Background: an optimization exercise with open tools, aiming at small area, a short achievable clock period and few clock cycles per item. Do not read the settings as production practice. Only simulation tests tie the RTL to the original design; equivalence was not proved. No activity file was given, so power comes from the tool's default toggle rates.

// ica_conv_top
module ica_conv_top (
    input  logic        clk,
    input  logic        nreset,
    input  logic        start,
    input  logic [15:0] sample_in,
    input  logic        sample_valid,
    output logic        sample_ready,
    output logic        done,
    output logic [17:0] diff_norm,
    output logic        converged
);
    localparam logic [2:0] P_IDLE = 3'd0;
    localparam logic [2:0] P_S0   = 3'd1;   
    localparam logic [2:0] P_S1   = 3'd2;   
    localparam logic [2:0] P_ROT  = 3'd3;   
    localparam logic [2:0] P_M1   = 3'd4;   
    localparam logic [2:0] P_M2   = 3'd5;   
    localparam logic [2:0] P_DONE = 3'd6;
    logic [2:0]  phase, phase_n;
    logic [3:0]  s, s_n;           
    logic [1:0]  stp, stp_n;       
    logic [2:0]  ntaken, ntaken_n;
    logic        sv, sv_n;         
    logic        ready_q, ready_n;
    logic        done_q, done_n;
    logic [15:0] smp;              
    logic [15:0] p0, p1, p2, p3;   
    logic [19:0] x;                
    logic signed [19:0] y;
    logic        take;
    logic        consume;
    assign take = ready_q && sample_valid;
    logic signed [16:0] d;
    logic        neg;
    logic [19:0] xs;
    logic signed [19:0] ys;
    logic [19:0] x_rot;
    logic signed [19:0] y_rot;
    logic signed [19:0] lo;
    logic [17:0] run_new;
    assign d   = {smp[15], smp} - {p0[15], p0};
    assign neg = y[19];
    assign xs  = x >> s;
    assign ys  = y >>> s;
    assign x_rot = neg ? x - ys : x + ys;
    assign y_rot = neg ? y + signed'(xs) : y - signed'(xs);
    logic signed [25:0] m1_sum;
    assign m1_sum = signed'({6'b0, x}) + signed'({4'b0, x, 2'b0}) - signed'({2'b0, x, 4'b0});
    assign lo = m1_sum[24:5];
    logic signed [32:0] m2_sum;
    assign m2_sum = signed'({{13{y[19]}}, y})
                  + signed'({3'b0, x, 10'b0})
                  + signed'({5'b0, x, 8'b0})
                  - signed'({8'b0, x, 5'b0})
  ...
clock: 9.0 ns
lec_check: 0
cap_margin: 20
core_margin: 2
core_utilization: 60
place_density: 0.7
setup_slack_margin: 5
slew_margin: 20
run.sh (not shown) runs the stock make flow with config.mk's settings and CLKGATE_MAP_FILE= SYNTH_SCRIPT=/design/flow/synth_recipe.tcl, a recipe that flattens the netlist after the stock synthesis.
Testbench counts at the start, summed over its fixed seeds: cycles 31,216, runs 512.
Then changed:
Settings changed: SETUP_SLACK_MARGIN 5 to not set.
The new run finished clean.
Worst setup slack gets worse by 1.1 ns.
Global-route usage falls by 4.8 points.
Non-clock buffer count came out lower by 173.
Core utilization decreases by 10 points.
Routed wire length decreases by about a fifth.
Total power fell by roughly a tenth.
Synthesized area stays the same.
Clock power is higher slightly.
Hold slack is worse by 0.0045 ns.

## xenon
Another version of the RTL of ica_conv_top (not shown whole).
For scale: ~130 flip-flops, roughly 41 I/O pins.
// ica_conv_top
module ica_conv_top (
    input  logic        clk,
    input  logic        nreset,
    input  logic        start,
    input  logic [15:0] sample_in,
    input  logic        sample_valid,
    output logic        sample_ready,
    output logic        done,
    output logic [17:0] diff_norm,
    output logic        converged
);
==> flow/config.mk <==
export PLATFORM = sky130hd
export DESIGN_NAME = ica_conv_top
export DESIGN_NICKNAME = ica_conv_top
export VERILOG_FILES = /design/flow/design.v
export SDC_FILE = /design/flow/constraint.sdc
export NUM_CORES = 4
export LEC_CHECK = 0
export ABC_AREA = 1
export CAP_MARGIN = 20
export CORE_MARGIN = 2
export CORE_UTILIZATION = 60
export CTS_BUF_LIST = sky130_fd_sc_hd__clkbuf_8 sky130_fd_sc_hd__clkbuf_4
export CTS_CLUSTER_DIAMETER = 150
export CTS_CLUSTER_SIZE = 40
export PLACE_DENSITY = 0.7
export SETUP_SLACK_MARGIN = 4.6
export SLEW_MARGIN = 20
==> flow/constraint.sdc <==
create_clock -name core_clock -period 9.0 [get_ports {clk}]
set_input_delay 1.8000 -clock core_clock [delete_from_list [all_inputs] [get_ports {clk}]]
set_output_delay 1.8000 -clock core_clock [all_outputs]
set_load 0.01 [all_outputs]
Testbench counts of xenon, summed over its fixed seeds: cycles 35,832, runs 512.
Edits applied to the flow inputs when going from xenon to violet:
Settings: SETUP_SLACK_MARGIN now 5, was 4.6; ABC_AREA no longer set, was 1.
## What came out
Relative to xenon, layout-stage area growth over the synthesis result has increased by 19 points in violet. Design area, xenon and violet: larger value in violet. Per the comparison of violet with xenon, final cycle utilization of the critical path went down, placement-stage worst setup slack fell by 0.24 ns, total detailed-routing wirelength climbed about 7.5%, effective utilization at floorplan up 0.55 points. For the number of buffers outside the clock class in the layout, violet came in 98 higher than xenon did. The die of violet is smaller than the one used in xenon. Comparing xenon and violet, the higher critical path depth is on violet.
diff inputs: violet => ember
Settings: SETUP_SLACK_MARGIN: 5 -> 4.0.
==> comparison <==
- violet and ember ended up with nearly the same clock skew.
- The clock-cell share of area was comparable across violet and ember.
- ember vs violet — sequential cell area in the final layout dropped 19 sq um.
- ember against violet; wire length after detailed routing is down by more than 10%.
- The run showing the greater setup slack of the critical path after layout is violet.
- violet has a higher via count than ember.
- Diff violet -> ember | worst hold slack | increase of 0.0098 ns
- Looking at critical path buffer and inverter count, ember sits below violet.
Modified inputs, cedar compared to ember
Settings: removing CTS_CLUSTER_DIAMETER (formerly 150); removing CTS_CLUSTER_SIZE (formerly 40); changing SETUP_SLACK_MARGIN from 4.0 to 5; removing CTS_BUF_LIST (formerly sky130_fd_sc_hd__clkbuf_8 sky130_fd_sc_hd__clkbuf_4).
Compared with ember, cedar shows a proportion of cell area occupied by registers that is 4.9 points lower.
Between ember and cedar, the flow reports maximum frequency increasing by more than 10%.
cedar vs ember — transition time of the tightest slew-check pin dropped 0.15 ns.
Final routed wirelength across all metal layers (ember / cedar): 0.837
Changes observed in cedar relative to ember: total power now sits higher; cell area now sits higher.

== before ==
ica_conv_top, a different RTL version from the one above (not shown whole).
For scale: roughly 1200 cells after synthesis, roughly 130 flip-flops, roughly 11000 µm² of cells after synthesis.
make LEC_CHECK=0 CAP_MARGIN=20 CORE_MARGIN=2 CORE_UTILIZATION=60 PLACE_DENSITY=0.7 SLEW_MARGIN=20 finish   # period 9.0 ns
before reached the end of the flow, and the finished layout is clean on the timing, design-rule and antenna checks.
Testbench counts of before, summed over its fixed seeds: cycles 35,832, runs 512.
Changes in after relative to before:
- SETUP_SLACK_MARGIN newly set to 5
Findings:
Clock network power consumption grows slightly when moving from before to after.
after: done, clean on timing, DRC and antenna
Of after and before, the run reporting the lower count of instances resized after the clock tree is built was before.
Sequential share of layout area in after is 3.8 points lower than in before

RTL: one of the versions met above, not the one the previous note started from.
Size in the first run: about 1100 cells after synthesis, about 130 flip-flops, roughly 41 I/O pins.
Design ica_conv_top, start of the top module:
module ica_conv_top (
    input  logic        clk,
    input  logic        nreset,
    input  logic        start,
    input  logic [15:0] sample_in,
    input  logic        sample_valid,
    output logic        sample_ready,
    output logic        done,
    output logic [17:0] diff_norm,
    output logic        converged
);
==> flow/config.mk <==
export PLATFORM = sky130hd
export DESIGN_NAME = ica_conv_top
export DESIGN_NICKNAME = ica_conv_top
export VERILOG_FILES = /design/flow/design.v
export SDC_FILE = /design/flow/constraint.sdc
export NUM_CORES = 4
export LEC_CHECK = 0
export CAP_MARGIN = 20
export CORE_MARGIN = 2
export CORE_UTILIZATION = 60
export PLACE_DENSITY = 0.7
export SETUP_SLACK_MARGIN = 4.6
export SLEW_MARGIN = 20
==> flow/constraint.sdc <==
create_clock -name core_clock -period 9.0 [get_ports {clk}]
set_input_delay 1.8000 -clock core_clock [delete_from_list [all_inputs] [get_ports {clk}]]
set_output_delay 1.8000 -clock core_clock [all_outputs]
set_load 0.01 [all_outputs]
Testbench counts at the start, summed over its fixed seeds: cycles 35,832, runs 512.
Rerun with:
Settings changed: ABC_AREA from default to 1, CTS_BUF_LIST from default to sky130_fd_sc_hd__clkbuf_8 sky130_fd_sc_hd__clkbuf_4, CTS_CLUSTER_DIAMETER from default to 150, CTS_CLUSTER_SIZE from default to 40, SETUP_SLACK_MARGIN 4.6 to 4.8.
What happened:
- The changed run ran to the end with no violations
- non-clock buffer count fell by 10
- worst hold slack is better by 3.7 ps
- cell area fell by 1.8%

willow:
Starting RTL as in the previous note.
Design ica_conv_top, start of the top module:
module ica_conv_top (
    input  logic        clk,
    input  logic        nreset,
    input  logic        start,
    input  logic [15:0] sample_in,
    input  logic        sample_valid,
    output logic        sample_ready,
    output logic        done,
    output logic [17:0] diff_norm,
    output logic        converged
);
Settings: LEC_CHECK=0, ABC_AREA=1, CAP_MARGIN=20, CORE_MARGIN=2, CORE_UTILIZATION=60, CTS_BUF_LIST=sky130_fd_sc_hd__clkbuf_8 sky130_fd_sc_hd__clkbuf_4, CTS_CLUSTER_DIAMETER=150, CTS_CLUSTER_SIZE=40, PLACE_DENSITY=0.7, SETUP_SLACK_MARGIN=4.4, SLEW_MARGIN=20; clock period 9.0 ns.
Testbench counts of willow, summed over its fixed seeds: cycles 35,832, runs 512.
For garnet, these inputs were changed with respect to willow:
Settings: removing ABC_AREA (formerly 1); changing SETUP_SLACK_MARGIN from 4.4 to 4.6.
Notes after the runs:
- Taking willow over garnet, the total number of vias ratio works out to 1.13.
- Cmp garnet vs willow: total routed wirelength lower in garnet
- From willow to garnet the numbers moved as follows: pin count of the biggest net entering global routing moved down, final period demand of the worst path moved down, combinational share of power moved down, die outline width moved down.
- Sequential fraction of the synthesis area up 0.79 points in garnet wrt willow
What juniper does differently from garnet at the input level:
Settings: SETUP_SLACK_MARGIN now 5.0, was 4.6; ABC_AREA now 1, previously not set.
Results
Where first-iteration DRC count is concerned, garnet is outperformed by juniper.
Clock network contribution to total cell area: garnet vs juniper, no meaningful difference
Compared with garnet, total length of routed wires in juniper increased by more than 10%.
The inputs of sierra differ from those of juniper as listed below.
Settings: CORE_UTILIZATION changed from 60 to 65; SETUP_SLACK_MARGIN changed from 5.0 to 4.8; PLACE_DENSITY changed from 0.7 to 0.75.
==> results.txt <==
Compared with juniper, sierra shows a higher register share of the cell area. Across both runs, wire length of the first global-routing pass was lower for sierra than for juniper. Synthesized area came out exactly the same in juniper and sierra. Routed wire length of sierra falls short of that of juniper by a few percent. Between juniper and sierra, the flow reports power decreasing by a few percent. Compare juniper and sierra | critical path's largest stage delay higher: sierra. Against juniper, multi-input gate area in the final layout in sierra fell by a few percent. Between juniper and sierra, the difference in multi-input combinational gate total is negligible.

-- re-timing with driven ports --
Ports are ideal in the flow. The routed layouts listed here were re-timed in OpenROAD. Step 1 sets driving cells, clkbuf_16 on the clock port and buf_2 on the other inputs (assumed; they add their load-dependent delay and slew). Step 2, shift: input delay + t, output delay - t, t = (earliest + latest rising clock arrival at the registers) / 2. This alone moves slack from input paths to output paths. a / b / c = no drivers / after step 1 / after step 2; a / b = the first two.
run	shift t [ns]	setup WS [ns]	worst setup path after step 2	slew at the worst register clock pin (ns)	worst slew at a driven data input, ns
the first run of note 1	0.489	4.336 / 4.336 / 4.336	register to register	0.08 / 0.08	0.04
the second run of note 1	0.477	3.238 / 3.238 / 3.238	register to register	0.08 / 0.08	0.03
xenon	0.506	4.669 / 4.645 / 4.389	input to register	0.09 / 0.09	0.03
violet	0.505	4.769 / 4.769 / 4.520	input to register	0.10 / 0.10	0.05
ember	0.503	4.222 / 4.200 / 3.881	input to register	0.09 / 0.09	0.04
cedar	0.475	4.756 / 4.756 / 4.548	input to register	0.07 / 0.07	0.05
before	0.478	3.684 / 3.684 / 3.684	register to register	0.08 / 0.08	0.04
after	0.474	4.711 / 4.711 / 4.493	input to register	0.08 / 0.08	0.04
the first run of note 4	0.477	4.708 / 4.659 / 4.323	input to register	0.07 / 0.07	0.05
the second run of note 4	0.497	4.852 / 4.807 / 4.476	input to register	0.09 / 0.09	0.04
willow	0.502	4.548 / 4.525 / 4.178	input to register	0.09 / 0.09	0.04
garnet	0.489	4.654 / 4.616 / 4.325	input to register	0.10 / 0.10	0.04
juniper	0.503	4.977 / 4.977 / 4.523	input to register	0.09 / 0.09	0.04
sierra	0.500	4.836 / 4.794 / 4.401	input to register	0.09 / 0.09	0.04
After both steps setup and hold are still met in every run listed. For juniper, which loses most, drivers alone change the setup slack by 0.000 ns; drivers and shift together by -0.454 ns.
